Context: an optimization exercise on an open-source flow, tuned for small area. The choices shown serve that exercise and are no tape-out recipe. The RTL was checked by simulation tests, not by an equivalence proof against the original design. Power is estimated from default activity; no workload was simulated.

==> flow/design.v <==
package id_stage_pkg;
  localparam int DW      = 32;
  localparam int REG_CNT = 32;
  localparam int RW      = $clog2(REG_CNT);
  localparam logic [31:0] NOP = 32'h0;
  localparam int OP_LSB = 26;
  localparam int RS_LSB = 21;
  localparam int RT_LSB = 16;
  localparam int RD_LSB = 11;
  localparam logic [5:0] OP_ADD  = 6'b000001;
  localparam logic [5:0] OP_SUB  = 6'b000011;
  localparam logic [5:0] OP_AND  = 6'b000101;
  localparam logic [5:0] OP_OR   = 6'b000110;
  localparam logic [5:0] OP_NOR  = 6'b000111;
  localparam logic [5:0] OP_XOR  = 6'b001000;
  localparam logic [5:0] OP_SLA  = 6'b001001;
  localparam logic [5:0] OP_SLL  = 6'b001010;
  localparam logic [5:0] OP_SRA  = 6'b001011;
  localparam logic [5:0] OP_SRL  = 6'b001100;
  localparam logic [5:0] OP_ADDI = 6'b100000;
  localparam logic [5:0] OP_SUBI = 6'b100001;
  localparam logic [5:0] OP_LD   = 6'b100100;
  localparam logic [5:0] OP_ST   = 6'b100101;
  localparam logic [5:0] OP_BEZ  = 6'b101000;
  localparam logic [5:0] OP_BNE  = 6'b101001;
  localparam logic [5:0] OP_JMP  = 6'b101010;
  localparam logic [3:0] ALU_ADD = 4'b0001;
  localparam logic [3:0] ALU_SUB = 4'b0011;
  typedef struct packed {
    logic [3:0]    alu_cmd;
    logic [RW-1:0] dest;
    logic          wb_en;
    logic          mem_r;
    logic          mem_w;
    logic          is_r;
  } id_ex_t;
  typedef struct packed {
    logic [DW-1:0] pc;
    logic [DW-1:0] val1;
    logic [DW-1:0] rv2;
    logic [15:0]   imm;
  } id_ex_raw_t;
  function automatic logic [DW-1:0] sext16(input logic [15:0] v);
    sext16 = {{(DW-16){v[15]}}, v};
  endfunction
endpackage
module id_stage_reg_file #(
  parameter  int REG_CNT = 32,
  parameter  int DW      = 32,
  localparam int AW      = $clog2(REG_CNT)
) (
  input  logic          clk,
  input  logic          rst,
  input  logic [AW-1:0] ra1,
  input  logic [AW-1:0] ra2,
  output logic [DW-1:0] rd1,
  output logic [DW-1:0] rd2,
  input  logic          we,
  input  logic [AW-1:0] wa,
  input  logic [DW-1:0] wd
);
  logic [REG_CNT-1:1][DW-1:0] regs;
  logic [REG_CNT-1:1]         vld;
  logic [REG_CNT-1:1]         wsel;
  logic [REG_CNT-1:1]         rdv;
  always_comb begin
    for (int i = 1; i < REG_CNT; i++) wsel[i] = we && (wa == AW'(i));
  end
  always_ff @(posedge clk) begin
    for (int i = 1; i < REG_CNT; i++)
      if (wsel[i]) regs[i] <= wd;
  end
  always_ff @(posedge clk or posedge rst) begin
    if (rst) vld <= '0;
    else     vld <= vld | wsel;
  end
  assign rdv = vld & ~wsel;
  id_stage_rd_port #(.REG_CNT(REG_CNT), .DW(DW)) u_rd1 (
    .ra(ra1), .we(we), .wa(wa), .wd(wd), .rdv(rdv), .regs(regs), .rd(rd1)
  );
  id_stage_rd_port #(.REG_CNT(REG_CNT), .DW(DW)) u_rd2 (
    .ra(ra2), .we(we), .wa(wa), .wd(wd), .rdv(rdv), .regs(regs), .rd(rd2)
  );
endmodule
module id_stage_rd_port #(
  parameter  int REG_CNT = 32,
  parameter  int DW      = 32,
  localparam int AW      = $clog2(REG_CNT)
) (
  input  logic [AW-1:0]              ra,
  input  logic                       we,
  input  logic [AW-1:0]              wa,
  input  logic [DW-1:0]              wd,
  input  logic [REG_CNT-1:1]         rdv,
  input  logic [REG_CNT-1:1][DW-1:0] regs,
  output logic [DW-1:0]              rd
);
  localparam int HB = DW / 2;
  logic [1:0][REG_CNT-1:0] sel;
  id_stage_rd_dec #(.REG_CNT(REG_CNT)) u_dec (
    .ra(ra), .we(we), .wa(wa), .rdv(rdv), .sel(sel)
  );
  for (genvar b = 0; b < DW; b++) begin : g_bit
    logic [REG_CNT-1:0] src;
    always_comb begin
      src[0] = wd[b];
      for (int i = 1; i < REG_CNT; i++) src[i] = regs[i][b];
    end
    id_stage_ao_n #(.N(REG_CNT)) u_ao (.sel(sel[b / HB]), .src(src), .y(rd[b]));
  end
endmodule
module id_stage_rd_dec #(
  parameter  int REG_CNT = 32,
  localparam int AW      = $clog2(REG_CNT)
) (
  input  logic [AW-1:0]                ra,
  input  logic                         we,
  input  logic [AW-1:0]                wa,
  input  logic [REG_CNT-1:1]           rdv,
  output logic [1:0][REG_CNT-1:0]      sel
);
  localparam int LW = 2;
  localparam int HW = AW - LW;
  logic [2**LW-1:0]  lo;
  logic [2**HW-1:0]  hi;
  logic              wmatch, nz;
  always_comb begin
    for (int j = 0; j < 2**LW; j++) lo[j] = (ra[LW-1:0] == LW'(j));
    for (int j = 0; j < 2**HW; j++) hi[j] = (ra[AW-1:LW] == HW'(j));
  end
  assign wmatch = we && (wa == ra);
  assign nz     = (ra != '0);
  for (genvar h = 0; h < 2; h++) begin : g_half
    id_stage_and2 u_hit (.a(wmatch), .b(nz), .y(sel[h][0]));
    for (genvar i = 1; i < REG_CNT; i++) begin : g_sel
      id_stage_and3 u_and (.a(lo[i % 2**LW]), .b(hi[i / 2**LW]), .c(rdv[i]), .y(sel[h][i]));
    end
  end
endmodule
module id_stage_and2 (
  input  logic a,
  input  logic b,
  output logic y
);
  assign y = a & b;
endmodule
module id_stage_and3 (
  input  logic a,
  input  logic b,
  input  logic c,
  output logic y
);
  assign y = a & b & c;
endmodule
module id_stage_ao_n #(
  parameter int N = 32
) (
  input  logic [N-1:0] sel,
  input  logic [N-1:0] src,
  output logic         y
);
  logic [9:0] n;
  logic [2:0] t;
  for (genvar g = 0; g < 10; g++) begin : g_grp
    id_stage_aoi3 u_aoi (.s(sel[3*g +: 3]), .d(src[3*g +: 3]), .y(n[g]));
  end
  id_stage_nand4 u_t0 (.a(n[3:0]), .y(t[0]));
  id_stage_nand4 u_t1 (.a(n[7:4]), .y(t[1]));
  id_stage_ao_tail u_t2 (.n(n[9:8]), .s(sel[31:30]), .d(src[31:30]), .y(t[2]));
  id_stage_or3 u_or (.a(t), .y(y));
endmodule
module id_stage_nand4 (
  input  logic [3:0] a,
  output logic       y
);
  assign y = ~&a;
endmodule
module id_stage_or3 (
  input  logic [2:0] a,
  output logic       y
);
  assign y = |a;
endmodule
module id_stage_ao_tail (
  input  logic [1:0] n,
  input  logic [1:0] s,
  input  logic [1:0] d,
  output logic       y
);
  assign y = ~&n | |(s & d);
endmodule
module id_stage_aoi3 (
  input  logic [2:0] s,
  input  logic [2:0] d,
  output logic       y
);
  assign y = ~|(s & d);
endmodule
import id_stage_pkg::*;
module id_stage (
  input  logic          clk,
  input  logic          rst,
  input  logic [DW-1:0] pc_in,
  input  logic [DW-1:0] instr_in,
  input  logic          wb_en,
  input  logic [RW-1:0] wb_dest,
  input  logic [DW-1:0] wb_val,
  input  logic          exe_wb_en,
  input  logic [RW-1:0] exe_dest,
  input  logic          mem_wb_en,
  input  logic [RW-1:0] mem_dest,
  output logic          freez,
  output logic          br_taken,
  output logic [DW-1:0] br_addr,
  output logic [DW-1:0] pc_out,
  output logic [3:0]    alu_cmd,
  output logic [DW-1:0] val1,
  output logic [DW-1:0] val2,
  output logic [DW-1:0] st_val,
  output logic [RW-1:0] dest,
  output logic          wb_en_out,
  output logic          mem_r,
  output logic          mem_w
);
  logic [5:0]    op;
  logic [RW-1:0] rs, rt, rd;
  logic [DW-1:0] imm, rv1, rv2;
  logic          is_r, is_ai, is_ld, is_st;
  logic          is_bez, is_bne, is_jmp;
  logic          use1, use2, br_cond;
  logic          haz1, haz2;
  id_stage_pkg::id_ex_t     d, q;
  id_stage_pkg::id_ex_raw_t raw_d, raw_q;
  assign op  = instr_in[OP_LSB +: 6];
  assign rs  = instr_in[RS_LSB +: RW];
  assign rt  = instr_in[RT_LSB +: RW];
  assign rd  = instr_in[RD_LSB +: RW];
  assign imm = {{(DW-16){instr_in[15]}}, instr_in[15:0]};
  id_stage_reg_file #(
    .REG_CNT(REG_CNT),
    .DW     (DW)
  ) u_rf (
    .clk(clk),
    .rst(rst),
    .ra1(rs),
    .ra2(rt),
    .rd1(rv1),
    .rd2(rv2),
    .we (wb_en),
    .wa (wb_dest),
    .wd (wb_val)
  );
  always_comb begin
    is_r   = (op == OP_ADD) || (op == OP_SUB) || (op == OP_AND) ||
             (op == OP_OR)  || (op == OP_NOR) || (op == OP_XOR) ||
             (op == OP_SLA) || (op == OP_SLL) || (op == OP_SRA) ||
             (op == OP_SRL);
    is_ai  = (op == OP_ADDI) || (op == OP_SUBI);
    is_ld  = (op == OP_LD);
    is_st  = (op == OP_ST);
    is_bez = (op == OP_BEZ);
    is_bne = (op == OP_BNE);
    is_jmp = (op == OP_JMP);
    d       = '0;
    use1    = 1'b0;
    use2    = 1'b0;
    br_cond = 1'b0;
    unique case (1'b1)
      is_r: begin
        use1      = 1'b1;
        use2      = 1'b1;
        d.alu_cmd = op[3:0];
        d.is_r    = 1'b1;
        d.dest    = rd;
        d.wb_en   = 1'b1;
      end
      is_ai, is_ld: begin
        use1      = 1'b1;
        d.alu_cmd = (op == OP_SUBI) ? ALU_SUB : ALU_ADD;
        d.dest    = rt;
        d.wb_en   = 1'b1;
        d.mem_r   = is_ld;
      end
      is_st: begin
        use1      = 1'b1;
        use2      = 1'b1;
        d.alu_cmd = ALU_ADD;
        d.mem_w   = 1'b1;
      end
      is_bez: begin
        use1    = 1'b1;
        br_cond = (rv1 == '0);
      end
      is_bne: begin
        use1    = 1'b1;
        use2    = 1'b1;
        br_cond = (rv1 != rv2);
      end
      is_jmp: br_cond = 1'b1;
      default: ;
    endcase
  end
  assign haz1 = (rs != '0) &&
                ((exe_wb_en && rs == exe_dest) ||
                 (mem_wb_en && rs == mem_dest));
  assign haz2 = (rt != '0) &&
                ((exe_wb_en && rt == exe_dest) ||
                 (mem_wb_en && rt == mem_dest));
  assign freez = (use1 && haz1) || (use2 && haz2);
  assign br_taken = br_cond && !freez;
  assign br_addr  = pc_in + {imm[DW-3:0], 2'b00};
  always_ff @(posedge clk or posedge rst) begin
    if (rst)        q <= '0;
    else if (freez) q <= '0;
    else            q <= d;
  end
  assign raw_d.pc   = pc_in;
  assign raw_d.val1 = rv1;
  assign raw_d.rv2  = rv2;
  assign raw_d.imm  = instr_in[15:0];
  always_ff @(posedge clk) raw_q <= raw_d;
  logic alu_q, imm_q;
  assign alu_q = q.wb_en || q.mem_w;
  assign imm_q = (q.wb_en && !q.is_r) || q.mem_w;
  assign pc_out    = raw_q.pc & {DW{alu_q}};
  assign alu_cmd   = q.alu_cmd;
  assign val1      = raw_q.val1 & {DW{alu_q}};
  assign val2      = (raw_q.rv2 & {DW{q.is_r}}) |
                     ({{(DW-16){raw_q.imm[15]}}, raw_q.imm} & {DW{imm_q}});
  assign st_val    = raw_q.rv2 & {DW{q.mem_w}};
  assign dest      = q.dest;
  assign wb_en_out = q.wb_en;
  assign mem_r     = q.mem_r;
  assign mem_w     = q.mem_w;
endmodule
==> flow/flow/run.sh <==
#!/bin/bash
# Layout flow: the standard ORFS flow (standard.sh, which runs the
# standard synthesis unchanged), with these changes to how the layout is
# made:
#  - the port buffers are sky130_fd_sc_hd__buf_1 instead of the cell
#    buffer_ports picks by default (every port still gets its buffer);
#  - clock tree synthesis inserts no dummy loads, and clusters up to 25
#    flip-flops on each clkbuf_16 leaf buffer;
#  - after global routing, gates off the critical paths are sized down
#    (ORFS's power recovery step), and flow/post_grt.tcl then repairs the
#    slew, capacitance and setup limits again.
# The make run's full output goes to flow_make.log in the work folder;
# ORFS's per-step logs are under orfs/logs/.
set -euo pipefail
cd "$(dirname "${BASH_SOURCE[0]}")/.."
bash standard.sh \
  "BUFFER_PORTS_ARGS=-buffer_cell sky130_fd_sc_hd__buf_1" \
  "CTS_ARGS=-sink_clustering_enable -repair_clock_nets -dont_use_dummy_load -buf_list sky130_fd_sc_hd__clkbuf_16 -sink_clustering_size 25 -sink_clustering_max_diameter 100" \
  "RECOVER_POWER=100" \
  "POST_GLOBAL_ROUTE_TCL=$PWD/flow/post_grt.tcl" \
  finish > flow_make.log 2>&1
==> flow/flow/post_grt.tcl <==
# Run at the end of ORFS's global route step, after its power recovery
# (RECOVER_POWER), which sizes gates down without regard to the slew and
# capacitance limits: repair those limits again, then legalise and reroute
# what changed, and repair setup timing.
global_route -start_incremental
repair_design -slew_margin 20 -cap_margin 20 -verbose
detailed_placement
global_route -end_incremental
estimate_parasitics -global_routing
global_route -start_incremental
repair_timing -setup -setup_margin 0.4 -verbose
detailed_placement
global_route -end_incremental
estimate_parasitics -global_routing
==> flow/standard.sh <==
#!/bin/bash
# synth_recipe.tcl (not shown) runs the flow's synth.tcl, then flattens the netlist and writes it again
# the make line also repeats each setting of config.mk as NAME=value (left out here)
make -C /OpenROAD-flow-scripts/flow DESIGN_CONFIG=/design/flow/config.mk WORK_HOME=/design/flow/orfs CLKGATE_MAP_FILE= SYNTH_SCRIPT=/design/flow/synth_recipe.tcl "${@:-finish}"
==> flow/config.mk <==
export PLATFORM = sky130hd
export DESIGN_NAME = id_stage
export DESIGN_NICKNAME = id_stage
export VERILOG_FILES = /design/flow/design.v
export SDC_FILE = /design/flow/constraint.sdc
export NUM_CORES = 4
export LEC_CHECK = 0
export CAP_MARGIN = 20
export CORE_MARGIN = 2
export CORE_UTILIZATION = 50
export GPL_TIMING_DRIVEN = 0
export SETUP_SLACK_MARGIN = 0.2
export SLEW_MARGIN = 20
export SYNTH_HIERARCHICAL = 1
export SYNTH_MINIMUM_KEEP_SIZE = 0
==> flow/constraint.sdc <==
create_clock -name core_clock -period 9.0 [get_ports {clk}]
set_input_delay 1.8000 -clock core_clock [delete_from_list [all_inputs] [get_ports {clk}]]
set_output_delay 1.8000 -clock core_clock [all_outputs]
set_load 0.01 [all_outputs]
==> Implementation_results.wiki <==
{| class="wikitable"
! Metric !! Value
|-
| Root buf cell || sky130_fd_sc_hd__clkbuf_16
|-
| Maximum clock frequency || roughly 120 MHz
|-
| Least-Margin Pin Slew || 1180 ps
|-
| Die ar. || just under 100000 um2
|-
| DP Area || about 50000 um2
|-
| Wire length per cell || between 30 and 40 um
|-
| Total detailed-routing wirelength || about 170000 um
|-
| Number of enable-type register cells in the synthesized netlist || slightly below 1k
|-
| Fraction of the yosys area taken by sequential cells || between 70% and 80%
|-
| Average via count per standard cell || 7.63
|-
| Place WS || -378 ps
|-
| Number of cells on the worst reg-to-reg path || 5
|-
| Aggregate global routing overflow || 0
|-
| Half-perimeter wire length after placement || about 110000 um
|-
| Reported max-cap violation count || 0
|-
| Routed via count || 35.2k
|-
| Number of register bits inferred by synthesis || ~1.1k
|-
| Final critical path time including I/O delays and setup || ~8600 ps
|-
| Largest area contributor in the netlist || sky130_fd_sc_hd__edfxtp_1
|-
| Hold path startpoint || u_rf.vld[12]
|-
| Detailed-routing iteration count for the pre-antenna-repair pass || 14
|-
| CTS-repair resized insts || 20
|-
| Total clock sinks || roughly 1.1k
|-
| Number of input and output port buffers inserted || ~290
|-
| Slack of the worst reg-to-reg path || 6170 ps
|-
| GRT Total Usage || ~34%
|-
| ANT nets after route || 0
|-
| Number of stages on the worst hold path || 1
|-
| Fraction of the cycle the final worst path needs || between 90% and 100%
|-
| Die Y-Extent || 311 um
|-
| Main area contributors after synthesis || sky130_fd_sc_hd__edfxtp_1, sky130_fd_sc_hd__a222oi_1, sky130_fd_sc_hd__dfxtp_1
|-
| Endpoint of the worst register-to-register path || raw_q[23]
|-
| Worst setup skew after layout || ~44 ps
|-
| Largest fanout on the critical path || 16
|-
| Layout cells sized above 1 || under 10%
|-
| Average cell area after synthesis || between 15 and 20 um2
|-
| Sequential share of power || 62.0%
|-
| Cells after synthesis || 2946
|-
| Width of the die || just over 300 um
|-
| I/O pin cnt || 290
|-
| Wire length of the first global-routing pass || 238000 um
|-
| WHS Endpoint || u_rf.vld[12]
|-
| Final-stage net count || between 3k and 4k
|-
| Net switching power figure || ~2.4 mW
|-
| Path type of the worst min-delay path || register to register
|-
| Number of buffers on the longest clock path || 3
|-
| Hold violation total from the final report || 0
|-
| Ys flop type || sky130_fd_sc_hd__edfxtp_1
|-
| Sort of element at the end of the critical path || output port
|-
| Clock latency on the worst-skew pair || 670 ps
|-
| Post-synth design cell area || ~47000 um2
|-
| Static power due to leakage || approximately 16 nW
|-
| Net Count, Synth || roughly 3.1k
|-
| Largest net degree at the start of global routing || 34
|-
| Relative contribution of the clock network to total power || 26.9%
|-
| Antenna violations before repair || 10
|-
| H-tree lvl count || 2
|-
| Routability congestion estimate || between 0.9 and 1
|-
| Area used by sequential logic in the layout || 33100 um2
|-
| # placed instances || approximately 4.5k
|-
| Combinational share of power || around 11%
|-
| Share of flip-flops with an asynchronous set or reset || 3.83%
|-
| Arr. time, crit path || 6810 ps
|-
| Endpoints failing setup || 0
|-
| Drt drc || 0
|-
| Maximum resistive drop on vdd || ~0.16 mV
|-
| Initial core utilization || about 50%
|-
| Combined area of the multi-input logic cells || around 14000 um2
|-
| Relative slew slack || between 20% and 30%
|-
| Synth cell types || 72
|-
| Number of slew-limit violations in the final report || 0
|-
| CTS clock-pin slew for the worst setup and hold paths || roughly 70 ps
|-
| Post-synth top cells || sky130_fd_sc_hd__edfxtp_1, sky130_fd_sc_hd__a222oi_1, sky130_fd_sc_hd__nand4_1
|-
| Util after Layout || between 50% and 60%
|-
| Number of synthesis warnings || 10
|-
| Area fraction of the dominant cell type after synthesis || 63.3%
|-
| Power Density || 188 nW/um2
|-
| TritonCTS clock tree || yes
|-
| Internal portion of total power || a little over 7 mW
|-
| Row count || ~110
|-
| Clock buffers created by TritonCTS || 52
|-
| Initial DRC Count || approximately 8.1k
|-
| Summed area of non-filler cells in the final layout || 51600 um2
|-
| Worst setup path category || input port to output port
|-
| Data required, critical path || ~7200 ps
|-
| Fin worst setup slack || 394 ps
|-
| Outcome || complete, no violations
|-
| # fillers || about 7.6k
|-
| Count of hold-fix buffers inserted at cts || 0
|-
| Core Region || a little over 90000 um2
|-
| Library cell with the highest instance count after synthesis || sky130_fd_sc_hd__edfxtp_1
|-
| Sw Share || 24.9%
|-
| Worst hold margin || about 480 ps
|-
| Beginning of the worst register-to-register path || u_rf.vld[14]
|-
| Layout overhead on the synthesized area || 9.65%
|-
| Layout Cells excl Fill || ~4.6k
|-
| Setup bufs post-CTS || 0
|-
| Category of the worst setup path launch point || input port
|-
| Vias in the first global route || ~34k
|}
sequential cells by signal, summed over array words and instances (netlist names):
register	count
raw_q	112
u_rf.regs	992
q	13
u_rf.vld	31
layout by cell type, fill, tap and decap left out, types with 31 or more instances in the layout:
cell type / synthesis / final
sky130_fd_sc_hd__edfxtp_1: 992 / 992
sky130_fd_sc_hd__a222oi_1: 640 / 640
sky130_fd_sc_hd__buf_1: 0 / 247
sky130_fd_sc_hd__nand4_1: 146 / 146
sky130_fd_sc_hd__dfxtp_1: 112 / 112
sky130_fd_sc_hd__and3_1: 129 / 100
sky130_fd_sc_hd__xnor2_1: 71 / 69
sky130_fd_sc_hd__a22oi_1: 69 / 69
sky130_fd_sc_hd__nor2b_1: 72 / 68
sky130_fd_sc_hd__nand3_1: 67 / 67
sky130_fd_sc_hd__nand2_1: 65 / 65
sky130_fd_sc_hd__clkbuf_2: 0 / 63
sky130_fd_sc_hd__clkbuf_1: 34 / 62
sky130_fd_sc_hd__or3_1: 65 / 58
sky130_fd_sc_hd__clkbuf_16: 0 / 52
sky130_fd_sc_hd__dfrtp_1: 44 / 44
sky130_fd_sc_hd__nor2_1: 64 / 37
sky130_fd_sc_hd__a21oi_1: 30 / 33
sky130_fd_sc_hd__o21bai_1: 31 / 31
metal layers:
layer / global-route usage (%) / routed length [um]
met4: 18.5 / 11200
met2: 52.4 / 76600
met3: 7.96 / 22800
met1: 44.8 / 60200
met5: 0 / 49
power groups by stage:
stage	Sequential, mW	Combinational (mW)	Clock [mW]
after floorplan	6.08	0.525	0
after global placement	6.12	0.992	0
after detailed placement	6.12	1.03	0
after CTS	6.00	1.04	2.63
final	6.00	1.07	2.61
logic make-up (layout without fill, tap and decap cells):
family,count (synthesis),in the layout,share of synthesized area (%)
flip-flops,1148,1148,70.4
XOR/XNOR,89,89,1.66
buffers and inverters,75,475,0.795
adder cells (fa/ha/maj),30,30,0.813
AND/OR/NAND/NOR,716,716,8.81
AO/OA/AOI/OAI,888,888,17.6
other,0,6,0
modules after synthesis, one instance, submodules excluded, a selection:
module	cells inside	flip-flops and latches
id_stage	658	125
id_stage_ao_tail	2	0
id_stage_aoi3	1	0
id_stage_and2	1	0
id_stage_and3	1	0
id_stage_nand4	1	0
id_stage_or3	1	0
critical path: stages:
cell	delay, ps
sky130_fd_sc_hd__buf_2	250
sky130_fd_sc_hd__nand4b_1	210
sky130_fd_sc_hd__clkbuf_1	380
sky130_fd_sc_hd__o21a_1	360
sky130_fd_sc_hd__and3_1	560
sky130_fd_sc_hd__a222oi_1	530
sky130_fd_sc_hd__nand4_1	390
sky130_fd_sc_hd__or3_1	600
sky130_fd_sc_hd__xnor2_1	520
sky130_fd_sc_hd__nand4_1	240
sky130_fd_sc_hd__nor4_1	270
sky130_fd_sc_hd__nand2_1	180
sky130_fd_sc_hd__a21oi_1	210
sky130_fd_sc_hd__nor4b_2	80
sky130_fd_sc_hd__buf_1	160
stage by stage:
step                setup TNS, ps  total power, mW
floorplan                       0             6.61
global placement            -29.8             7.11
detailed placement           -378             7.15
CTS                             0             9.67
finish                          0             9.68
worst max-delay path by stage:
stage / start / endpoint / slack [ps]
6_report: wb_dest[1] / br_taken / 390
4_1_cts: wb_dest[4] / br_taken / 210
3_5_place_dp: wb_dest[3] / br_taken / -380
3_3_place_gp: wb_dest[3] / br_taken / -30
2_1_floorplan: wb_dest[4] / br_taken / 2190
cell type report:
class | instances | share of cell area [%]
diodes | 6 | 0.0291
inverters | 19 | 0.138
flip-flops and latches | 1148 | 64.2
clock buffers | 52 | 2.52
repair buffers | 348 | 2.76
multi-input cells | 1723 | 26.7
well taps | 1254 | 3.04
plain buffers | 56 | 0.584

afterwards: timing with drivers on the ports:
Ports are ideal in the flow. The routed layout listed here was re-timed in OpenROAD.
Step 1: set_driving_cell puts a clkbuf_16 on clk and a buf_2 on each other input, an assumption about the parent block.
Step 2 adds t to the input delays and takes it off the output delays; t is the mean of the earliest and latest rising clock arrival at the registers after step 1. Input paths then give back, and output paths get back, about the clock's delay inside the block.
Three values: ideal, step 1, step 2; two values: the first two.
t, ns: 0.718
setup WS [ns]: 0.394 / 0.207 / 0.207
worst register clock-pin slew, ns: 0.10 / 0.10
pins driven straight from the clock port: 1
After both steps setup and hold are still met in this run. The setup slack of this run moves by -0.187 ns with the drivers and by -0.187 ns with both steps.
